Background: an optimization exercise with open tools, aiming at small area. Do not read the settings as production practice. In this exercise RTL edits were held to simulation tests only and were not proved equivalent to the original. Power and IR drop assume default switching activity.

// arm_lite_core
module arm_lite_core (
    input  logic        clk,
    input  logic        i_reset_n,
    input  logic        i_ins_valid,
    input  logic [31:0] i_ins,
    output logic        o_wb_valid,
    output logic        o_wb_en,
    output logic [3:0]  o_wb_addr,
    output logic [31:0] o_wb_data,
    output logic [3:0]  o_nzcv
);
clock: 12.0 ns
lec_check: 0
cap_margin: 5
core_margin: 2
core_utilization: 50
slew_margin: 5
standard.sh (not shown) runs the stock make flow with config.mk's settings and CLKGATE_MAP_FILE= SYNTH_SCRIPT=/design/flow/synth_recipe.tcl, a recipe that flattens the netlist after the stock synthesis.
==> flow/flow/run.sh <==
#!/bin/bash
# Own layout flow: the standard synthesis with an area-oriented ABC mapping script, then the
# standard ORFS layout with leaner port buffers and clock tree. Each tool's output goes to a log here.
set -euo pipefail
W=$(pwd)
F=$W/flow

# synthesis: synth_recipe.tcl unchanged, except that ABC gets flow/area.abc as its script
cat > "$W/synth_area.tcl" <<EOT
proc abc {args} {
  set i [lsearch -exact \$args -script]
  if {\$i >= 0} { set args [lreplace \$args \$i [expr {\$i + 1}] -script $F/area.abc] }
  yosys abc {*}\$args
}
source $W/synth_recipe.tcl
EOT
sed "s#SYNTH_SCRIPT=[^ ]*#SYNTH_SCRIPT=$W/synth_area.tcl#" standard.sh > "$W/area_standard.sh"

bash "$W/area_standard.sh" synth > "$W/synth.log" 2>&1

CTS_ARGS=${X_CTS_ARGS:-"-sink_clustering_enable -repair_clock_nets -dont_use_dummy_load -buf_list sky130_fd_sc_hd__clkbuf_8 -sink_clustering_size 16 -sink_clustering_max_diameter 60"}
bash "$W/area_standard.sh" \
  "BUFFER_PORTS_ARGS=-buffer_cell sky130_fd_sc_hd__buf_1" \
  "CTS_ARGS=$CTS_ARGS" \
  "POST_RESIZE_TCL=$F/downsize.tcl" \
  ${X_EXTRA:-} \
  ${X_TARGET:-finish} > "$W/layout.log" 2>&1
Other scripts of this flow, unchanged in this note and not shown: flow/flow/area.abc, flow/flow/downsize.tcl
The baseline completed with no timing, DRC or antenna violations.
Rerun with:
- CORE_UTILIZATION: 50 -> 60
The new run finished with timing, DRC and antenna clean.
Design area goes down slightly.
Critical path depth does not change.
Non-clock buffer count stays the same.
Wire length goes down by a few percent.
Worst setup slack degrades by 0.068 ns.
Count of clock-buffer cells in the layout goes down by 3.
Clock power goes down by a few percent.

---

== job 101 ==
arm_lite_core, a different RTL version from the one above (not shown whole).
For scale: ~1900 cells after synthesis, about 590 flip-flops.
export LEC_CHECK = 0
export CAP_MARGIN = 20
export CORE_MARGIN = 2
export CORE_UTILIZATION = 40
export SLEW_MARGIN = 20
create_clock -name core_clock -period 12.0 [get_ports {clk}]
==> flow/flow/run.sh <==
#!/bin/bash
# Own layout flow: the standard synthesis with an area-oriented ABC mapping script, then the
# standard ORFS layout with leaner port buffers and clock tree. Each tool's output goes to a log here.
set -euo pipefail
W=$(pwd)
F=$W/flow

# synthesis: synth_recipe.tcl unchanged, except that ABC gets flow/area.abc as its script
cat > "$W/synth_area.tcl" <<EOT
proc abc {args} {
  set i [lsearch -exact \$args -script]
  if {\$i >= 0} { set args [lreplace \$args \$i [expr {\$i + 1}] -script $F/area.abc] }
  yosys abc {*}\$args
}
source $W/synth_recipe.tcl
EOT
sed "s#SYNTH_SCRIPT=[^ ]*#SYNTH_SCRIPT=$W/synth_area.tcl#" standard.sh > "$W/area_standard.sh"

bash "$W/area_standard.sh" synth > "$W/synth.log" 2>&1

bash "$W/area_standard.sh" \
  "BUFFER_PORTS_ARGS=-buffer_cell sky130_fd_sc_hd__buf_1" \
  "CTS_ARGS=-sink_clustering_enable -repair_clock_nets -dont_use_dummy_load" \
  finish > "$W/layout.log" 2>&1
==> flow/flow/area.abc <==
strash
&get -n
&st
&dch
&nf -R 1000
&put
Job 101 was carried through to the last stage, and its layout satisfied the timing, design-rule and antenna checks.
diff inputs: job 101 => job 102
# job 101
export LEC_CHECK = 0
export CAP_MARGIN = 20
export CORE_MARGIN = 2
export CORE_UTILIZATION = 40
export SLEW_MARGIN = 20
create_clock -name core_clock -period 12.0 [get_ports {clk}]
# job 102
export LEC_CHECK = 0
export ABC_AREA = 1
export CAP_MARGIN = 20
export CORE_MARGIN = 2
export CORE_UTILIZATION = 40
export SLEW_MARGIN = 20
create_clock -name core_clock -period 12.0 [get_ports {clk}]
==> flow/run.sh (new file) <==
#!/bin/bash
# synth_recipe.tcl (not shown) runs the flow's synth.tcl, then flattens the netlist and writes it again
# the make line also repeats each setting of config.mk as NAME=value (left out here)
make -C /OpenROAD-flow-scripts/flow DESIGN_CONFIG=/design/flow/config.mk WORK_HOME=/design/flow/orfs CLKGATE_MAP_FILE= SYNTH_SCRIPT=/design/flow/synth_recipe.tcl finish
removed: flow/flow/run.sh
removed: flow/flow/area.abc
removed: flow/standard.sh
--- outcome ---
- Against job 101 as the reference, job 102 delivers a lower non-clock buffer count.
- Diff job 101 -> job 102: worst setup slack went up 1640 ps, combinational share of power went down 0.7 points, post-route cell area rose 11%, part of the power in the clock network up 4.2 points.
- From job 101 to job 102 the numbers moved as follows: total setup violations reported at the end of the flow about even; number of non-clock inverters in the layout shows an increase of 177.
- Topmost layer with routed signal wires = met4: job 102; topmost layer with routed signal wires = met5: job 101

## port drivers added, routing unchanged
The results above use ideal ports. As a check the final layouts listed here were re-extracted and re-timed, cells and wires unchanged. Step 1 assumes that a clkbuf_16 drives the clock port and a buf_2 every other input. Step 2 adds t to the input delays and takes it off the output delays; t is the mean of the earliest and latest rising clock arrival at the registers after step 1. Input paths then give back, and output paths get back, about the clock's delay inside the block. Three values: ideal ports, drivers, drivers and shift; two values: the first two.
| run | t, ns | setup WS [ns] | hold WS [ns] | worst setup path at the end | slew at the worst register clock pin (ns) |
|---|---|---|---|---|---|
| the first run of note 1 | 0.701 | 0.710 / 0.710 / 0.710 | 0.396 / 0.396 / 0.396 | register to register | 0.11 / 0.11 |
| the second run of note 1 | 0.701 | 0.641 / 0.641 / 0.641 | 0.416 / 0.416 / 0.416 | register to register | 0.11 / 0.11 |
| job 101 | 0.659 | 0.578 / 0.578 / 0.578 | 0.465 / 0.465 / 0.465 | register to register | 0.06 / 0.06 |
| job 102 | 0.681 | 2.216 / 2.216 / 2.216 | 0.386 / 0.386 / 0.386 | register to register | 0.08 / 0.08 |
After both steps every run listed still meets setup and hold.
